This is an optimization exercise on Yosys and OpenROAD, whose aim is small area, a short achievable clock period and few clock cycles per item, not a production implementation. Only simulation tests tie the RTL to the original design; equivalence was not proved.

## flow/config.mk

```make
export PLATFORM = sky130hd
export DESIGN_NAME = rpn_stack_evaluator_unit
export DESIGN_NICKNAME = rpn_stack_evaluator_unit
export VERILOG_FILES = /design/flow/design.v
export SDC_FILE = /design/flow/constraint.sdc
export NUM_CORES = 4
export LEC_CHECK = 0
export ABC_AREA = 1
export CAP_MARGIN = 20
export CORE_MARGIN = 2
export CORE_UTILIZATION = 55
export SLEW_MARGIN = 20
```

## flow/constraint.sdc

```tcl
create_clock -name core_clock -period 10.0 [get_ports {clk_i}]
set_input_delay 2.0000 -clock core_clock [delete_from_list [all_inputs] [get_ports {clk_i}]]
set_output_delay 2.0000 -clock core_clock [all_outputs]
set_load 0.01 [all_outputs]
```

## flow/design.v

```verilog
`default_nettype none
package rse_pkg;
  localparam int unsigned DataW   = 32;
  localparam int unsigned FuncW   = 3;
  localparam int unsigned StatusW = 3;
  localparam logic [FuncW-1:0] FuncPush = 3'd0;
  localparam logic [FuncW-1:0] FuncAdd  = 3'd1;
  localparam logic [FuncW-1:0] FuncSub  = 3'd2;
  localparam logic [FuncW-1:0] FuncMul  = 3'd3;
  localparam logic [FuncW-1:0] FuncDiv  = 3'd4;
  localparam logic [StatusW-1:0] StatusOk       = 3'd0;
  localparam logic [StatusW-1:0] StatusFew      = 3'd1;
  localparam logic [StatusW-1:0] StatusDivZero  = 3'd2;
  localparam logic [StatusW-1:0] StatusCount    = 3'd3;
  localparam logic [StatusW-1:0] StatusOverflow = 3'd4;
endpackage
`default_nettype wire
`default_nettype none
module rse_stack #(
  parameter int unsigned ENTRIES = 14
) (
  input  wire logic                            clk_i,
  input  wire logic                            we_i,
  input  wire logic [$clog2(ENTRIES)-1:0]      waddr_i,
  input  wire logic [rse_pkg::DataW-1:0]       wdata_i,
  input  wire logic [$clog2(ENTRIES)-1:0]      raddr_i,
  output logic [rse_pkg::DataW-1:0]            rdata_o
);
  logic [rse_pkg::DataW-1:0] mem_q [ENTRIES];
  always_ff @(posedge clk_i) begin
    if (we_i) begin
      mem_q[waddr_i] <= wdata_i;
    end
  end
  assign rdata_o = mem_q[raddr_i];
endmodule
`default_nettype wire
`default_nettype none
module rse_clz (
  input  wire logic [31:0] a_i,
  output logic [5:0]       n_o
);
  always_comb begin
    n_o = 6'd32;
    for (int i = 0; i < 32; i++) begin
      if (a_i[i]) n_o = 6'(31 - i);
    end
  end
endmodule
`default_nettype wire
`default_nettype none
module rse_add (
  input  wire logic [31:0] a_i,
  input  wire logic [31:0] b_i,
  input  wire logic        cin_i,
  output logic [31:0]      sum_o,
  output logic             cout_o
);
  logic [32:0] g [7];
  logic [32:0] p [7];
  always_comb begin
    g[0][0] = cin_i;
    p[0][0] = 1'b0;
    for (int i = 0; i < 32; i++) begin
      g[0][i+1] = a_i[i] & b_i[i];
      p[0][i+1] = a_i[i] ^ b_i[i];
    end
    for (int l = 0; l < 7; l++) begin
      if (l > 0) begin
        for (int i = 0; i < 33; i++) begin
          if ((i >> (l - 1)) % 2 == 1) begin
            g[l][i] = g[l-1][i] | (p[l-1][i] & g[l-1][((i >> (l - 1)) << (l - 1)) - 1]);
            p[l][i] = p[l-1][i] & p[l-1][((i >> (l - 1)) << (l - 1)) - 1];
          end else begin
            g[l][i] = g[l-1][i];
            p[l][i] = p[l-1][i];
          end
        end
      end
    end
    for (int i = 0; i < 32; i++) begin
      sum_o[i] = p[0][i+1] ^ g[6][i];
    end
    cout_o = g[6][32];
  end
endmodule
`default_nettype wire
`default_nettype none
module rpn_stack_evaluator_unit #(
  parameter int unsigned STACK_DEPTH = 16
) (
  input  wire logic        clk_i,
  input  wire logic        rst_ni,
  input  wire logic        s_axis_tvalid_i,
  output logic             s_axis_tready_o,
  input  wire logic [31:0] s_axis_tdata_i,   
  input  wire logic [2:0]  s_axis_tuser_i,   
  input  wire logic        s_axis_tlast_i,
  output logic             m_axis_tvalid_o,
  input  wire logic        m_axis_tready_i,
  output logic [31:0]      m_axis_tdata_o,   
  output logic [2:0]       m_axis_tuser_o    
);
  localparam int unsigned W  = rse_pkg::DataW;
  localparam int unsigned ME = STACK_DEPTH - 2;      
  localparam int unsigned MW = $clog2(ME);
  localparam int unsigned CW = $clog2(STACK_DEPTH + 1);
  localparam logic [2:0] SIdle = 3'd0;
  localparam logic [2:0] SMul  = 3'd1;
  localparam logic [2:0] SDivA = 3'd2;
  localparam logic [2:0] SDiv  = 3'd3;
  localparam logic [2:0] SFix  = 3'd4;
  logic                        in_v_q;
  logic                        in_push_q, in_add_q, in_sub_q, in_mul_q, in_div_q;
  logic [W-1:0]                in_d_q;
  logic                        in_l_q;
  logic [W-1:0]                t_q, t_d;
  logic [W-1:0]                n_q, n_d;
  logic [CW-1:0]               cnt_q, cnt_d;
  logic [rse_pkg::StatusW-1:0] err_q, err_d;
  logic [2:0]                  st_q, st_d;
  logic [W-1:0]                x_q, x_d;
  logic [4:0]                  it_q, it_d;
  logic                        neg_q, neg_d;
  logic                        prev_q, prev_d;
  logic                        opl_q, opl_d;       
  logic                        hold_q, hold_d;     
  logic                        rdy_q, rdy_d;       
  logic                        in_v_d;
  logic [4:0]                  sh_q, sh_d;         
  logic                        qz_q, qz_d;         
  logic                        ov_q, ov_d;
  logic [rse_pkg::StatusW-1:0] os_q, os_d;
  logic [W-1:0]                ox_q, ox_d;
  logic                        accept, exec, out_free;
  logic                        mem_we;
  logic [MW-1:0]               mem_waddr, mem_raddr;
  logic [W-1:0]                mem_rdata;
  logic [CW-1:0]               cnt_m2, cnt_m3;
  logic                        c_a_en, c_a_inv, c_b_zero, c_b_two, c_b_inv, c_b_cin;
  logic                        a_a_en_q, a_a_inv_q, a_b_zero_q, a_b_two_q, a_b_inv_q, a_b_cin_q;
  logic [2:0]                  bd_d;
  logic                        in_push_d, in_add_d, in_sub_d, in_mul_d, in_div_d;
  logic [W-1:0]                b_op;
  logic [W:0]                  sum;
  logic [5:0]                  clz_n, clz_t;
  logic                        pow_n, pow_t;
  logic [6:0]                  shamt;
  logic [1:0]                  cls_n, cls_t;
  logic                        mul_done_q, mul_done_d;   
  logic                        it_last_q, it_last_d;
  logic [W-1:0]                quo;
  logic                        fin;
  logic [CW-1:0]               fin_cnt;
  logic [rse_pkg::StatusW-1:0] fin_err;
  logic [W-1:0]                fin_val;
  logic                        t_sum, n_sum, f_sum;
  logic                        rs_q, rs_d;         
  assign exec            = in_v_q && (st_q == SIdle) && !hold_q;
  assign s_axis_tready_o = rdy_q;
  assign accept          = s_axis_tvalid_i && s_axis_tready_o;
  assign out_free        = !ov_q || m_axis_tready_i;
  assign cnt_m2    = cnt_q - CW'(2);
  assign cnt_m3    = cnt_q - CW'(3);
  assign mem_waddr = cnt_m2[MW-1:0];
  assign mem_raddr = cnt_m3[MW-1:0];
  rse_stack #(
    .ENTRIES(ME)
  ) u_stack (
    .clk_i   (clk_i),
    .we_i    (mem_we),
    .waddr_i (mem_waddr),
    .wdata_i (n_q),
    .raddr_i (mem_raddr),
    .rdata_o (mem_rdata)
  );
  rse_clz u_clz_n (.a_i(n_q ^ {W{n_q[W-1]}}), .n_o(clz_n));
  rse_clz u_clz_t (.a_i(t_q ^ {W{t_q[W-1]}}), .n_o(clz_t));
  assign pow_n = n_q[W-1] && ((~n_q[W-1:1] & n_q[W-2:0]) == '0);
  assign pow_t = t_q[W-1] && ((~t_q[W-1:1] & t_q[W-2:0]) == '0);
  assign cls_n = 2'(n_q[W-1:7] == '0 || n_q[W-1:7] == '1) + 2'(n_q[W-1:15] == '0 || n_q[W-1:15] == '1);
  assign cls_t = 2'(t_q[W-1:7] == '0 || t_q[W-1:7] == '1) + 2'(t_q[W-1:15] == '0 || t_q[W-1:15] == '1);
  assign shamt = 7'(clz_t) + 7'(pow_n) - 7'(clz_n) - 7'(pow_t);
  assign bd_d    = {x_d[1], x_d[0], prev_d};
  assign mul_done_d = (x_d[W-1:1] == '0) || (x_d[W-1:1] == '1);
  assign it_last_d  = (it_d == 5'd0);
  assign b_op = a_b_zero_q ? W'(0) : (a_b_two_q ? {t_q[W-2:0], 1'b0} : t_q);
  rse_add u_add (
    .a_i    ((n_q & {W{a_a_en_q}}) ^ {W{a_a_inv_q}}),
    .b_i    (b_op ^ {W{a_b_inv_q}}),
    .cin_i  (a_b_cin_q),
    .sum_o  (sum[W-1:0]),
    .cout_o (sum[W])
  );
  assign quo = {x_q[W-2:0], sum[W]};
  always_comb begin
    c_a_en  = 1'b1;
    c_a_inv = 1'b0;
    c_b_zero = 1'b0;
    c_b_two = 1'b0;
    c_b_inv = 1'b0;
    c_b_cin = 1'b0;
    case (st_d)
      SIdle: begin
        if (in_sub_d) begin
          c_b_inv = 1'b1;
          c_b_cin = 1'b1;
        end else if (in_div_d) begin
          c_a_en  = 1'b0;
          c_b_inv = 1'b1;
          c_b_cin = 1'b1;
        end
      end
      SMul: begin
        c_b_zero = (bd_d == 3'b000) || (bd_d == 3'b111);
        c_b_two  = (bd_d == 3'b011) || (bd_d == 3'b100);
        c_b_inv  = bd_d[2] && !c_b_zero;
        c_b_cin  = c_b_inv;
      end
      SDivA: begin
        c_a_inv  = 1'b1;
        c_b_zero = 1'b1;
        c_b_cin  = 1'b1;
      end
      SDiv: begin
        c_b_inv = !rs_d;
        c_b_cin = !rs_d;
      end
      SFix: begin
        c_a_en  = 1'b0;
        c_b_cin = 1'b1;
      end
      default: begin
      end
    endcase
  end
  always_comb begin
    t_d     = t_q;
    n_d     = n_q;
    cnt_d   = cnt_q;
    err_d   = err_q;
    st_d    = st_q;
    x_d     = x_q;
    it_d    = it_q;
    neg_d   = neg_q;
    prev_d  = prev_q;
    opl_d   = opl_q;
    mem_we  = 1'b0;
    fin     = hold_q;
    fin_val = t_q;
    t_sum   = 1'b0;
    rs_d    = rs_q;
    n_sum   = 1'b0;
    f_sum   = 1'b0;
    sh_d    = sh_q;
    qz_d    = qz_q;
    if (exec) begin
      if (err_q == rse_pkg::StatusOk) begin
        if (in_push_q) begin
            if (cnt_q == CW'(STACK_DEPTH)) begin
              err_d = rse_pkg::StatusOverflow;
            end else begin
              mem_we = (cnt_q >= CW'(2));
              n_d    = t_q;
              t_d    = in_d_q;
              cnt_d  = cnt_q + CW'(1);
              fin_val = in_d_q;
            end
        end else if (in_add_q || in_sub_q || in_mul_q || in_div_q) begin
            if (cnt_q < CW'(2)) begin
              err_d = rse_pkg::StatusFew;
            end else if (in_mul_q) begin
              st_d   = SMul;
              prev_d = 1'b0;
              n_d    = '0;
              if (cls_n > cls_t) begin
                x_d = n_q;
              end else begin
                x_d = t_q;
                t_d = n_q;
              end
            end else if (in_div_q) begin
              if (t_q == '0) begin
                err_d = rse_pkg::StatusDivZero;
              end else begin
                st_d  = SDivA;
                neg_d = n_q[W-1] ^ t_q[W-1];
                sh_d  = shamt[4:0];
                qz_d  = shamt[6];
                t_sum = t_q[W-1];
              end
            end else begin
              t_sum = 1'b1;
              n_d   = mem_rdata;
              cnt_d = cnt_q - CW'(1);
              f_sum = 1'b1;
            end
        end
      end
      if (in_l_q) begin
        if (st_d == SIdle) begin
          fin = 1'b1;
        end else begin
          opl_d = 1'b1;
        end
      end
    end
    case (st_q)
      SMul: begin
        n_sum  = 1'b1;
        x_d    = {{2{x_q[W-1]}}, x_q[W-1:2]};
        prev_d = x_q[1];
        t_d    = {t_q[W-3:0], 2'b00};
        if (mul_done_q) begin
          st_d  = SIdle;
          t_sum = 1'b1;
          n_sum = 1'b0;
          n_d   = mem_rdata;
          cnt_d = cnt_q - CW'(1);
          fin   = opl_q;
          f_sum = 1'b1;
          opl_d = 1'b0;
        end
      end
      SDivA: begin
        if (qz_q) begin
          st_d  = SIdle;
          t_d   = '0;
          fin_val = '0;
          n_d   = mem_rdata;
          cnt_d = cnt_q - CW'(1);
          fin   = opl_q;
          opl_d = 1'b0;
        end else begin
          st_d = SDiv;
          n_sum = n_q[W-1];
          rs_d  = 1'b0;
          t_d  = t_q << sh_q;
          it_d = sh_q;
          x_d  = '0;
        end
      end
      SDiv: begin
        n_sum = 1'b1;
        rs_d  = !sum[W];
        x_d  = quo;
        t_d  = {1'b0, t_q[W-1:1]};
        it_d = it_q - 5'd1;
        if (it_last_q) begin
          if (neg_q) begin
            st_d = SFix;
            t_d  = ~quo;
          end else begin
            st_d  = SIdle;
            t_d   = quo;
            fin_val = quo;
            n_sum = 1'b0;
            n_d   = mem_rdata;
            cnt_d = cnt_q - CW'(1);
            fin   = opl_q;
            opl_d = 1'b0;
          end
        end
      end
      SFix: begin
        st_d  = SIdle;
        t_sum = 1'b1;
        f_sum = 1'b1;
        n_d   = mem_rdata;
        cnt_d = cnt_q - CW'(1);
        fin   = opl_q;
        opl_d = 1'b0;
      end
      default: begin
      end
    endcase
  end
  assign fin_cnt = cnt_d;
  assign fin_err = err_d;
  always_comb begin
    ov_d   = ov_q && !m_axis_tready_i;
    os_d   = os_q;
    ox_d   = ox_q;
    hold_d = 1'b0;
    if (fin) begin
      if (out_free) begin
        ov_d = 1'b1;
        ox_d = '0;
        if (fin_err != rse_pkg::StatusOk) begin
          os_d = fin_err;
        end else if (fin_cnt == CW'(1)) begin
          os_d = rse_pkg::StatusOk;
          ox_d = f_sum ? sum[W-1:0] : fin_val;
        end else begin
          os_d = rse_pkg::StatusCount;
        end
      end else begin
        hold_d = 1'b1;
      end
    end
  end
  assign in_v_d = accept || (in_v_q && !exec);
  assign in_push_d = accept ? (s_axis_tuser_i == rse_pkg::FuncPush) : in_push_q;
  assign in_add_d  = accept ? (s_axis_tuser_i == rse_pkg::FuncAdd)  : in_add_q;
  assign in_sub_d  = accept ? (s_axis_tuser_i == rse_pkg::FuncSub)  : in_sub_q;
  assign in_mul_d  = accept ? (s_axis_tuser_i == rse_pkg::FuncMul)  : in_mul_q;
  assign in_div_d  = accept ? (s_axis_tuser_i == rse_pkg::FuncDiv)  : in_div_q;
  assign rdy_d  = !in_v_d || ((st_d == SIdle) && !hold_d);
  always_ff @(posedge clk_i or negedge rst_ni) begin
    if (!rst_ni) begin
      in_v_q <= 1'b0;
      cnt_q  <= '0;
      err_q  <= rse_pkg::StatusOk;
      st_q   <= SIdle;
      opl_q  <= 1'b0;
      hold_q <= 1'b0;
      ov_q   <= 1'b0;
      rdy_q  <= 1'b0;
    end else begin
      in_v_q <= in_v_d;
      st_q   <= st_d;
      opl_q  <= opl_d;
      hold_q <= hold_d;
      ov_q   <= ov_d;
      rdy_q  <= rdy_d;
      if (fin && out_free) begin
        cnt_q <= '0;
        err_q <= rse_pkg::StatusOk;
      end else begin
        cnt_q <= cnt_d;
        err_q <= err_d;
      end
    end
  end
  always_ff @(posedge clk_i) begin
    if (accept) begin
      in_d_q <= s_axis_tdata_i;
      in_l_q <= s_axis_tlast_i;
    end
    in_push_q  <= in_push_d;
    in_add_q   <= in_add_d;
    in_sub_q   <= in_sub_d;
    in_mul_q   <= in_mul_d;
    in_div_q   <= in_div_d;
    a_a_en_q   <= c_a_en;
    a_a_inv_q  <= c_a_inv;
    a_b_zero_q <= c_b_zero;
    a_b_two_q  <= c_b_two;
    a_b_inv_q  <= c_b_inv;
    a_b_cin_q  <= c_b_cin;
    mul_done_q <= mul_done_d;
    rs_q       <= rs_d;
    it_last_q  <= it_last_d;
    t_q    <= t_sum ? sum[W-1:0] : t_d;
    n_q    <= n_sum ? sum[W-1:0] : n_d;
    x_q    <= x_d;
    it_q   <= it_d;
    neg_q  <= neg_d;
    sh_q   <= sh_d;
    qz_q   <= qz_d;
    prev_q <= prev_d;
    os_q   <= os_d;
    ox_q   <= ox_d;
  end
  assign m_axis_tvalid_o = ov_q;
  assign m_axis_tdata_o  = ox_q;
  assign m_axis_tuser_o  = os_q;
endmodule
`default_nettype wire
```

## flow/flow/run.sh

```bash
#!/bin/bash
set -euo pipefail
bash standard.sh SETUP_SLACK_MARGIN=6 finish > flow.log 2>&1
```

## flow/standard.sh

```bash
#!/bin/bash
# synth_recipe.tcl (not shown) runs the flow's synth.tcl, then flattens the netlist and writes it again
# the make line also repeats each setting of config.mk as NAME=value (left out here)
make -C /OpenROAD-flow-scripts/flow DESIGN_CONFIG=/design/flow/config.mk WORK_HOME=/design/flow/orfs CLKGATE_MAP_FILE= SYNTH_SCRIPT=/design/flow/synth_recipe.tcl "${@:-finish}"
```

==> metrics.yaml, run 1 <==
status: "finished clean"
numCtsBuffers: 72
nets: 4300
ys_seq_area_share_pct: 51.8
syn-num-nets: 4125
drcViolationCount: 0
ys_warn_count: 6
cts.sinks: 655
synth_top_area_share_pct: 46.2
postRouteWirelength_mm: 154
r2r_start: "t_q[8]"
synth_most_common_cell: "nand2_1"
synthAdderAreaFrac_pct: 2.57
cp_slowest_stage_delay_ns: 0.77
synthTopCellsByArea: "edfxtp_1, o21ai_0, nand2_1"
crit_family: "compound AO/OA/AOI/OAI gates"
grt_pass1_vias: 32100
finalHoldViolCount: 0
clkTransAtPathRegs_ns: 0.06
vias_per_cell: 6.79
muxShareOfSynthArea_pct: 0.829
relSlewSlack_pct: 16.0
area.sequential_um2: 18800
maxSlewViolCount: 0
worstPathMaxFanout: 10
multi_input_area_um2: 16300
syn_to_final_growth_pct: 21.0
fp.coreArea_um2: 65500
fmaxAchievable_mhz: 221
vias: 34800
whs_ns: 0.489
cts_tree: "done"
rows: 94
finalSetupViolations: 0
drtIter0Drc: 5473
ys_async_sr_fraction_pct: 2.44
worst-path-buf-inv: 2
period_minus_slack_ns: 4.52
post_synth_num_cell_types: 67
critical_path_arrival_ns: 4.90
die_area_um2: 67900
clk_latency_ns: 0.64
drive_gt1_share_pct: 15.7
rsz0062_at_grt: "yes"
cts_max_path_buffers: 3
hpwl_mm: 98.2
initial_core_util_pct: 55.3
syn_inst: 4016
critPathSlowestCell: "edfxtp_1"
synth_seq_cells: 655
fillers: 5023
yosys.area_share.simple_pct: 14.3
crit_chain: "inv_1 > a21oi_1 > o21ai_0 > xor2_1 > ha_1 > a21boi_2 > or2_4 > a21oi_4 > o21ai_4 > nand2_2 > nand3_4 > nand3_4 > nand2_2 > a21o_1 > fa_2 > inv_4 > nand2_4 > a32oi_1 > o211ai_1 > nand2_1 > o21ai_1"
fin_ws_ns: 5.48
hold_path_class: "reg2reg"
synth_edf_count: 558
die_y_um: 261
gp_congestion: 1.11
avgRoutedWirePerCell_um: 30.1
critPathKind: "reg2reg"
first_pass_iters: 9
startpoint_type: "flop"
grt_use_total_pct: 44.1
synth_compound_area_share_pct: 20.5
synth_ff_type: "edfxtp_1"
grt-ovfl-total: 0
antenna_found_initial: 10
die_w_um: 261
post-route-util_pct: 66.9
clockRootBuffer: "clkbuf_16"
synth_top_family_by_area: "compound AO/OA/AOI/OAI gates"
crit_required_ns: 10.38
grt_pass1_wl_mm: 217
critPathLaunch: "t_q[8]"
htreeDepth: 3
holdCritStartpoint: "rs_q"
clock_skew_ns: 0.0417
grt_start_max_net_pins: 99
io_pins: 77
tns_ns: 0
cp-end-kind: "flop"
antenna_left: 0
post-synth-top-area-cell: "edfxtp_1"
io_buffers: 76
syn_avg_cell_area_um2: 9.02
yosys-top-cells-count: "nand2_1, o21ai_0, edfxtp_1"
dp_slack_ns: 4.82
period_share_pct: 45.2
syn_area_um2: 36200
cap_violations: 0
worst_pin_slew_ns: 1.25
synth_xor_area_share_pct: 3.87
==> cell families (layout without fill, tap and decap cells) <==
logic type / count (synthesis) / after routing
AOI/OAI and AO/OA: 1256 / 1256
xor gates and xnor gates: 160 / 160
DFF: 655 / 655
buffers and inverters: 572 / 805
muxes: 30 / 30
adders and majority gates: 69 / 69
other: 0 / 4
and+or+nand+nor: 1274 / 1275
==> path summary, 6_finish.rpt <==
path / endpoint / slack [ns] / cells past startpoint
worst max-delay path: t_q[0] / 5.48 / 21
worst min-delay path: rs_q / 0.49 / 2
worst max register to register: t_q[0] / 5.48 / 21
worst min register to register: rs_q / 0.49 / 2
max in group asynchronous: cnt_q[0] / 7.59 / 1
min in group asynchronous: st_q[0] / 1.83 / 1
==> worst register-to-register path: cells and delay by family (launching register included) <==
kind                       cells  cell delay (ns)
AOI/OAI and AO/OA              9             1.35
and+or+nand+nor                7             0.82
DFF                            1             0.77
adders and majority gates      2             0.71
buffers and inverters          2             0.46
xor gates and xnor gates       1             0.17
==> state kept, by name, indices dropped and copies added (netlist names), 3 cells and up <==
name and cells:
u_stack.mem_q 448, in_d_q 32, n_q 32, ox_q 32, t_q 32, x_q 32
cnt_q 5, it_q 5, sh_q 5, err_q 3, os_q 3, st_q 3
==> layout make-up <==
type                       instances  area share (%)
sequential                       655            42.9
timing repair inverter             1          0.0200
timing repair buffer             384            9.26
multi-input combinational       2790            37.1
clock buffer                      87            4.31
antenna                            4          0.0228
tap                              864            2.47
clock inverter                    46            1.14
inverter                         287            2.73
==> per-stage QoR <==
| stage | cells | cell area (um2) |
|---|---|---|
| after floorplan | 4016 | 36400 |
| after global placement | 4756 | 37900 |
| after detailed placement | 4768 | 38200 |
| after CTS | 5038 | 42700 |
| after global routing | 5115 | 43800 |
| final | 5118 | 43800 |
==> layout by cell type, fill, tap and decap left out, types with 77 or more instances in the layout <==
cell	n
nand2_1	605
edfxtp_1	558
o21ai_0	525
nor2_1	446
a21oi_1	257
inv_1	235
buf_4	215
o22ai_1	88
xor2_1	85
nand3_1	77
==> repair_timing <==
action,in CTS,in global routing
hold buffers,0,0
buffers inserted,129,73
resized for setup,180,157
gates cloned,8,3
pin swaps,62,65
endpoints found under the setup margin,637,510
==> per-layer routing <==
metal	GRT usage (%)	routed length, um
met1	56.0	54300
met2	67.4	68000
met3	11.1	19600
met4	27.9	12100
met5	0	53
Testbench counts, summed over its fixed seeds: cycles 76,500, tokens 32,033.
==> run 2: changes to the inputs <==
--- a/flow/config.mk
+++ b/flow/config.mk
@@ -5,7 +5,7 @@
 export SDC_FILE = /design/flow/constraint.sdc
 export NUM_CORES = 4
 export LEC_CHECK = 0
-export ABC_AREA = 1
+export ABC_AREA = 0
 export CAP_MARGIN = 20
 export CORE_MARGIN = 2
 export CORE_UTILIZATION = 55
==> metrics.yaml, run 2 <==
critical_path_arrival_ns: 5.13
grt_pass1_vias: 27500
drive_gt1_share_pct: 22.6
tns_ns: 0
hold_buffers: 0
die_y_um: 260
crit_family: "simple AND/OR/NAND/NOR gates"
clk_latency_ns: 0.66
cpMostUsedCell: "or4_4"
numCtsBuffers: 70
io_buffers: 76
syn_to_final_growth_pct: 18.9
antenna_left: 0
cts_tree: "done"
crit_required_ns: 10.60
postRouteWirelength_mm: 133
ys_warn_count: 6
period_minus_slack_ns: 4.54
synth_most_common_cell: "edfxtp_1"
yosys-top-cells-count: "edfxtp_1, nand2_1, o21ai_0"
relSlewSlack_pct: 23.0
finalHoldViolCount: 0
cts.sinks: 655
synth_edf_count: 558
startpoint_type: "flop"
syn_avg_cell_area_um2: 11.3
worstPathMaxFanout: 7
synth_seq_cells: 655
die_area_um2: 67500
ys_async_sr_fraction_pct: 2.44
fmaxAchievable_mhz: 220
finalSetupViolations: 0
drcViolationCount: 0
clkTransAtPathRegs_ns: 0.07
maxSlewViolCount: 0
rows: 93
first_pass_iters: 12
io_pins: 77
initial_core_util_pct: 55.7
fp.coreArea_um2: 64600
nets: 3427
final_cell_mix: "edfxtp_1, nand2_1, o21ai_0, buf_4, nor2_1"
syn_area_um2: 36000
crit_chain: "or4_4 > or4_4 > nor3_4 > a21o_1 > ha_2 > ha_1 > nand2_1 > o21ai_4 > buf_12 > buf_8 > buf_16 > mux2i_2 > o21ai_0 > a222oi_1 > buf_4 > nor4_2 > nand4_1 > o21ai_1"
syn-num-nets: 3291
cts_max_path_buffers: 3
grt_use_total_pct: 38.8
rsz0062_at_grt: "yes"
cap_violations: 0
vias: 29600
clockRootBuffer: "clkbuf_16"
antenna_found_initial: 3
syn_inst: 3182
clock_skew_ns: 0.0475
avgRoutedWirePerCell_um: 31.5
gp_congestion: 1.02
top_register: "u_stack.mem_q"
grt_start_max_net_pins: 65
htreeDepth: 3
worst_pin_slew_ns: 1.14
vias_per_cell: 7.00
synthTopCellsByArea: "edfxtp_1, mux4_2, dfxtp_1"
hold_path_class: "reg2reg"
grt_pass1_wl_mm: 190
cp_slowest_stage_delay_ns: 0.58
grt-ovfl-total: 0
status: "finished clean"
critPathSlowestCell: "or4_4"
critPathKind: "reg2reg"
final_common_cell: "edfxtp_1"
post_synth_num_cell_types: 80
ys_seq_area_share_pct: 52.2
synth_ff_type: "edfxtp_1"
period_share_pct: 45.4
post-synth-top-area-cell: "edfxtp_1"
drtIter0Drc: 4967
largest_register_ffs: 448
worst-path-buf-inv: 4
cp-end-kind: "flop"
die_w_um: 260
synth_top_area_share_pct: 46.6
hpwl_mm: 82.5
[run 2: cell count changes after synthesis, moves of 56 or more]
cell	delta
o22ai_1	-56
nor2_1	-251
mux2i_1	+88
a21oi_1	-122
inv_1	-179
nand2_1	-263
a211oi_1	+67
o21ai_0	-331
mux4_2	+135
[run 2: path summary, 6_finish.rpt]
path                              start         end  slack (ns)  depth (start not counted)
worst min register to register     rs_q        rs_q        0.48                          2
max in group asynchronous        rst_ni     st_q[0]        7.52                          1
worst min-delay path               rs_q        rs_q        0.48                          2
worst max-delay path            t_q[16]  mul_done_q        5.46                         18
worst max register to register  t_q[16]  mul_done_q        5.46                         18
min in group asynchronous        rst_ni       rdy_q        1.86                          1
[run 2: repair_timing]
action	in CTS	in global routing
hold endpoints to repair	0	0
pin swaps	67	70
buffers inserted	108	47
gates resized for setup	140	142
setup endpoints to repair	204	157
gates cloned	9	6
[run 2: cell type report]
| class | count | area, um2 |
|---|---|---|
| antenna | 1 | 2.50 |
| tap | 855 | 1070 |
| clock buffer | 86 | 1820 |
| sequential | 655 | 18800 |
| timing repair buffer | 359 | 3530 |
| clock inverter | 42 | 523 |
| multi-input combinational | 2146 | 16700 |
| inverter | 86 | 335 |
| fill | 4851 | 21800 |
[run 2: kinds of logic (layout without fill, tap and decap cells)]
group / count (synthesis) / count (layout) / synth area share [%]
flip-flops: 655 / 655 / 52.2
multiplexers: 289 / 289 / 12.9
XOR/XNOR: 128 / 128 / 3.12
AO/OA/AOI/OAI: 790 / 790 / 14.2
adder cells (fa/ha/maj): 69 / 69 / 2.59
buffers and inverters: 381 / 573 / 4.04
other: 0 / 1 / 0
AND/OR/NAND/NOR: 870 / 870 / 11.0
[run 2: through the flow]
step | worst slack [ns] | instance area, um2 | hold WS, ns | utilization (%) | cells
2_1_floorplan | 4.99 | 36100 | 0.421 | - | 3182
3_3_place_gp | 4.24 | 37700 | 0.485 | 58.4 | 3930
3_5_place_dp | 4.29 | 37700 | 0.459 | 58.4 | 3930
4_1_cts | 5.57 | 41700 | 0.481 | 64.5 | 4175
5_1_grt | 5.38 | 42800 | 0.520 | 66.3 | 4229
6_report | 5.46 | 42800 | 0.484 | 66.3 | 4230
[run 2: worst register-to-register path: cells and delay by family (launching register included)]
| family | cells | cell delay [ns] |
|---|---|---|
| simple gates | 6 | 1.98 |
| compound gates | 5 | 0.70 |
| buf+inv | 4 | 0.62 |
| fa+ha+maj | 2 | 0.58 |
| flops | 1 | 0.46 |
| mux | 1 | 0.16 |
[run 2: metal layers]
metal	routed length (um)	GRT usage, %	vias to the layer above
li1	-	-	12400
met4	7760	17.6	4
met3	16800	9.22	427
met5	29	0	-
met2	57700	57.2	2172
met1	50800	54.7	14700
==> run 3: changes to the inputs <==
--- a/flow/design.v
+++ b/flow/design.v
@@ -19,20 +19,11 @@
 module rse_stack #(
   parameter int unsigned ENTRIES = 14
 ) (
-  input  wire logic                            clk_i,
-  input  wire logic                            we_i,
-  input  wire logic [$clog2(ENTRIES)-1:0]      waddr_i,
-  input  wire logic [rse_pkg::DataW-1:0]       wdata_i,
+  input  wire logic [ENTRIES*rse_pkg::DataW-1:0] mem_i,
   input  wire logic [$clog2(ENTRIES)-1:0]      raddr_i,
   output logic [rse_pkg::DataW-1:0]            rdata_o
 );
-  logic [rse_pkg::DataW-1:0] mem_q [ENTRIES];
-  always_ff @(posedge clk_i) begin
-    if (we_i) begin
-      mem_q[waddr_i] <= wdata_i;
-    end
-  end
-  assign rdata_o = mem_q[raddr_i];
+  assign rdata_o = mem_i[raddr_i*rse_pkg::DataW +: rse_pkg::DataW];
 endmodule
 `default_nettype wire
 `default_nettype none
@@ -136,6 +127,8 @@
   logic                        mem_we;
   logic [MW-1:0]               mem_waddr, mem_raddr;
   logic [W-1:0]                mem_rdata;
+  logic [W-1:0]                mem_q [ME];
+  logic [ME*W-1:0]             mem_flat;
   logic [CW-1:0]               cnt_m2, cnt_m3;
   logic                        c_a_en, c_a_inv, c_b_zero, c_b_two, c_b_inv, c_b_cin;
   logic                        a_a_en_q, a_a_inv_q, a_b_zero_q, a_b_two_q, a_b_inv_q, a_b_cin_q;
@@ -164,13 +157,20 @@
   assign cnt_m3    = cnt_q - CW'(3);
   assign mem_waddr = cnt_m2[MW-1:0];
   assign mem_raddr = cnt_m3[MW-1:0];
+  always_ff @(posedge clk_i) begin
+    if (mem_we) begin
+      mem_q[mem_waddr] <= n_q;
+    end
+  end
+  always_comb begin
+    for (int i = 0; i < ME; i++) begin
+      mem_flat[i*W +: W] = mem_q[i];
+    end
+  end
   rse_stack #(
     .ENTRIES(ME)
   ) u_stack (
-    .clk_i   (clk_i),
-    .we_i    (mem_we),
-    .waddr_i (mem_waddr),
-    .wdata_i (n_q),
+    .mem_i   (mem_flat),
     .raddr_i (mem_raddr),
     .rdata_o (mem_rdata)
   );
==> flow/run.sh (new file) <==
#!/bin/bash
# synth_recipe.tcl (not shown) runs the flow's synth.tcl, then flattens the netlist and writes it again
# the make line also repeats each setting of config.mk as NAME=value (left out here)
make -C /OpenROAD-flow-scripts/flow DESIGN_CONFIG=/design/flow/config.mk WORK_HOME=/design/flow/orfs CLKGATE_MAP_FILE= SYNTH_SCRIPT=/design/flow/synth_recipe.tcl finish
--- a/flow/config.mk
+++ b/flow/config.mk
@@ -5,8 +5,11 @@
 export SDC_FILE = /design/flow/constraint.sdc
 export NUM_CORES = 4
 export LEC_CHECK = 0
-export ABC_AREA = 0
+export ABC_AREA = 1
 export CAP_MARGIN = 20
 export CORE_MARGIN = 2
 export CORE_UTILIZATION = 55
+export SETUP_SLACK_MARGIN = 5
 export SLEW_MARGIN = 20
+export SYNTH_HIERARCHICAL = 1
+export SYNTH_MINIMUM_KEEP_SIZE = 200
removed: flow/flow/run.sh
removed: flow/standard.sh
==> metrics.yaml, run 3 <==
die_y_um: 265
crit_family: "compound AO/OA/AOI/OAI gates"
worstPathMaxFanout: 16
period_share_pct: 49.9
grt-ovfl-total: 0
cp_slowest_stage_delay_ns: 0.70
critical_path_arrival_ns: 5.34
cts_tree: "done"
syn-num-nets: 4361
die_area_um2: 70100
ys_async_sr_fraction_pct: 2.44
worst_pin_slew_ns: 1.22
post_synth_num_cell_types: 67
synth_seq_cells: 655
grt_pass1_vias: 30300
clkTransAtPathRegs_ns: 0.06
final_common_cell: "nand2_1"
cap_violations: 0
gp_congestion: 1.15
r2r_start: "t_q[3]"
antenna_found_initial: 10
period_minus_slack_ns: 4.99
grt_start_max_net_pins: 180
grt_pass1_wl_mm: 205
maxSlewViolCount: 0
grt_use_total_pct: 39.7
synthTopCellsByArea: "edfxtp_1, nand2_1, o21ai_0"
avgRoutedWirePerCell_um: 27.5
status: "finished clean"
fillers: 5764
synth_ff_type: "edfxtp_1"
worst-path-buf-inv: 3
final_cell_mix: "nand2_1, edfxtp_1, o21ai_0"
ys_seq_area_share_pct: 50.2
vias: 33400
hpwl_mm: 93.4
holdCritStartpoint: "rs_q"
postRouteWirelength_mm: 141
drcViolationCount: 0
r2r_setup_slack_ns: 5.01
startpoint_type: "flop"
tns_ns: 0
clockRootBuffer: "clkbuf_16"
largest_register_ffs: 448
r2r_cells: 18
post-synth-top-area-cell: "edfxtp_1"
clock_skew_ns: 0.0466
io_pins: 77
clk_latency_ns: 0.66
synth_most_common_cell: "nand2_1"
rows: 95
crit_chain: "inv_1 > a21oi_1 > o21ai_0 > xor2_1 > ha_1 > nand2_1 > nand2_1 > a21oi_2 > nand2_4 > nand2_2 > nand2_4 > a21oi_1 > fa_1 > inv_1 > inv_1 > o21ai_0 > o22ai_1 > nor2_1"
hold_depth: 2
die_w_um: 265
hold_path_class: "reg2reg"
finalHoldViolCount: 0
whs_endpoint: "rs_q"
critPathLaunch: "t_q[3]"
fmaxAchievable_mhz: 200
initial_core_util_pct: 55.6
nets: 4314
numCtsBuffers: 71
fin_area_um2: 41600
synth_edf_count: 558
rsz0062_at_grt: "yes"
r2r-end: "ox_q[0]"
cts.sinks: 655
synth_top_area_share_pct: 44.8
drtIter0Drc: 4808
yosys-top-cells-count: "nand2_1, edfxtp_1, o21ai_0"
drive_gt1_share_pct: 8.33
cp-end-kind: "flop"
fp.coreArea_um2: 67300
ys_warn_count: 11
top_register: "mem_q"
placed_cell_area_um2: 38900
cts_max_path_buffers: 3
vias_per_cell: 6.50
path_depth: 18
syn_inst: 4253
crit_required_ns: 10.35
critPathKind: "reg2reg"
antenna_left: 0
first_pass_iters: 9
io_buffers: 76
syn_to_final_growth_pct: 11.1
syn_avg_cell_area_um2: 8.79
htreeDepth: 3
cpMostUsedCell: "inv_1"
syn_area_um2: 37400
critPathSlowestCell: "edfxtp_1"
relSlewSlack_pct: 17.7
finalSetupViolations: 0
## run 3: changes by cell type after synthesis, sizes merged, moves of 58 or more
cell | previous run | this run
a211oi | 84 | 16
a21oi | 155 | 364
a32o | 1 | 59
inv | 83 | 355
mux2i | 118 | 27
mux4 | 135 | 0
nand2 | 365 | 1010
o211ai | 19 | 84
o21ai | 243 | 442
o221ai | 12 | 97
## run 3: layer usage
metal,global-route usage (%),vias to the layer above,wire (um)
li1,-,14900,-
met1,53.0,15700,54700
met2,59.1,2199,59800
met3,10.2,588,16500
met4,22.4,10,10100
met5,0,-,48
## run 3: cell type report
cell class / count / area (um2) / area share (%)
Antenna cell: 4 / 10.0 / 0.0241
Clock buffer: 95 / 1940 / 4.66
Clock inverter: 34 / 344 / 0.828
Inverter: 361 / 1380 / 3.32
Multi-Input combinational cell: 2913 / 16200 / 39.0
Sequential cell: 655 / 18800 / 45.2
Tap cell: 873 / 1090 / 2.63
Timing Repair Buffer: 204 / 1810 / 4.34
## run 3: worst min-delay path, delay by kind of cell, from the launching register on
family | cells | cell delay (ns)
buffers and inverters | 1 | 0.06
AOI/OAI and AO/OA | 1 | 0.09
DFF | 1 | 0.30
## run 3: cells by family (layout without fill, tap and decap cells)
family	Yosys count	in the layout	share of synthesized area (%)
and+or+nand+nor	1437	1437	15.7
AOI/OAI and AO/OA	1240	1240	20.6
buffers and inverters	685	694	7.10
DFF	655	655	50.2
xor gates and xnor gates	141	141	3.30
adders and majority gates	68	68	2.46
muxes	27	27	0.723
other	0	4	0
## run 3: worst max-delay path by stage
stage,end,slack [ns]
CTS,qz_q,5.01
global route,qz_q,4.86
detailed placement,qz_q,4.75
global placement,qz_q,4.72
floorplan,t_q[0],5.42
finish,ox_q[0],5.01
## run 3: per-module statistics from Yosys, one instance, submodules excluded
| module | flip-flops and latches | times used |
|---|---|---|
| rse_add | 0 | 1 |
| rpn_stack_evaluator_unit | 655 | 1 |
## run 3: metrics by stage
| stage | hold WS (ns) | worst slack [ns] | cells | utilization, % |
|---|---|---|---|---|
| 2_1_floorplan | 0.429 | 5.42 | 4253 | - |
| 6_report | 0.486 | 5.01 | 5139 | 61.8 |
| 3_3_place_gp | 0.476 | 4.72 | 4972 | 57.8 |
| 3_5_place_dp | 0.474 | 4.75 | 4972 | 57.8 |
| 4_1_cts | 0.488 | 5.01 | 5101 | 61.2 |
| 5_1_grt | 0.543 | 4.86 | 5137 | 61.8 |
## run 3: timing repair
item,CTS,global route
endpoints found under the setup margin,7,17
hold buffers,0,0
resized for setup,5,27
pin swaps,0,1
cloned,0,2
setup buffers,0,29
Testbench counts of run 3, summed over its fixed seeds: cycles 76,500, tokens 32,033.

separate check: timing with driven ports:
No port has a modelled driver above. Below, the same layouts with a new extraction and two added sets of constraints.
Step 1: set_driving_cell puts a clkbuf_16 on clk_i and a buf_2 on each other input, an assumption about the parent block.
Step 2 also shifts input and output timing later by t, the mid clock arrival at the registers, as if the neighbouring blocks saw the same clock.
Three values: ideal ports, drivers, drivers and shift; two values: the first two.
run	shift t [ns]	slack for setup (ns)	worst hold slack (ns)	slew at the worst register clock pin (ns)
run 1	0.684	5.483 / 5.483 / 5.483	0.489 / 0.489 / 0.489	0.07 / 0.07
run 2	0.709	5.465 / 5.465 / 5.465	0.484 / 0.484 / 0.484	0.07 / 0.07
run 3	0.704	5.011 / 5.011 / 5.011	0.486 / 0.486 / 0.486	0.07 / 0.07
After both steps every run listed still meets setup and hold.
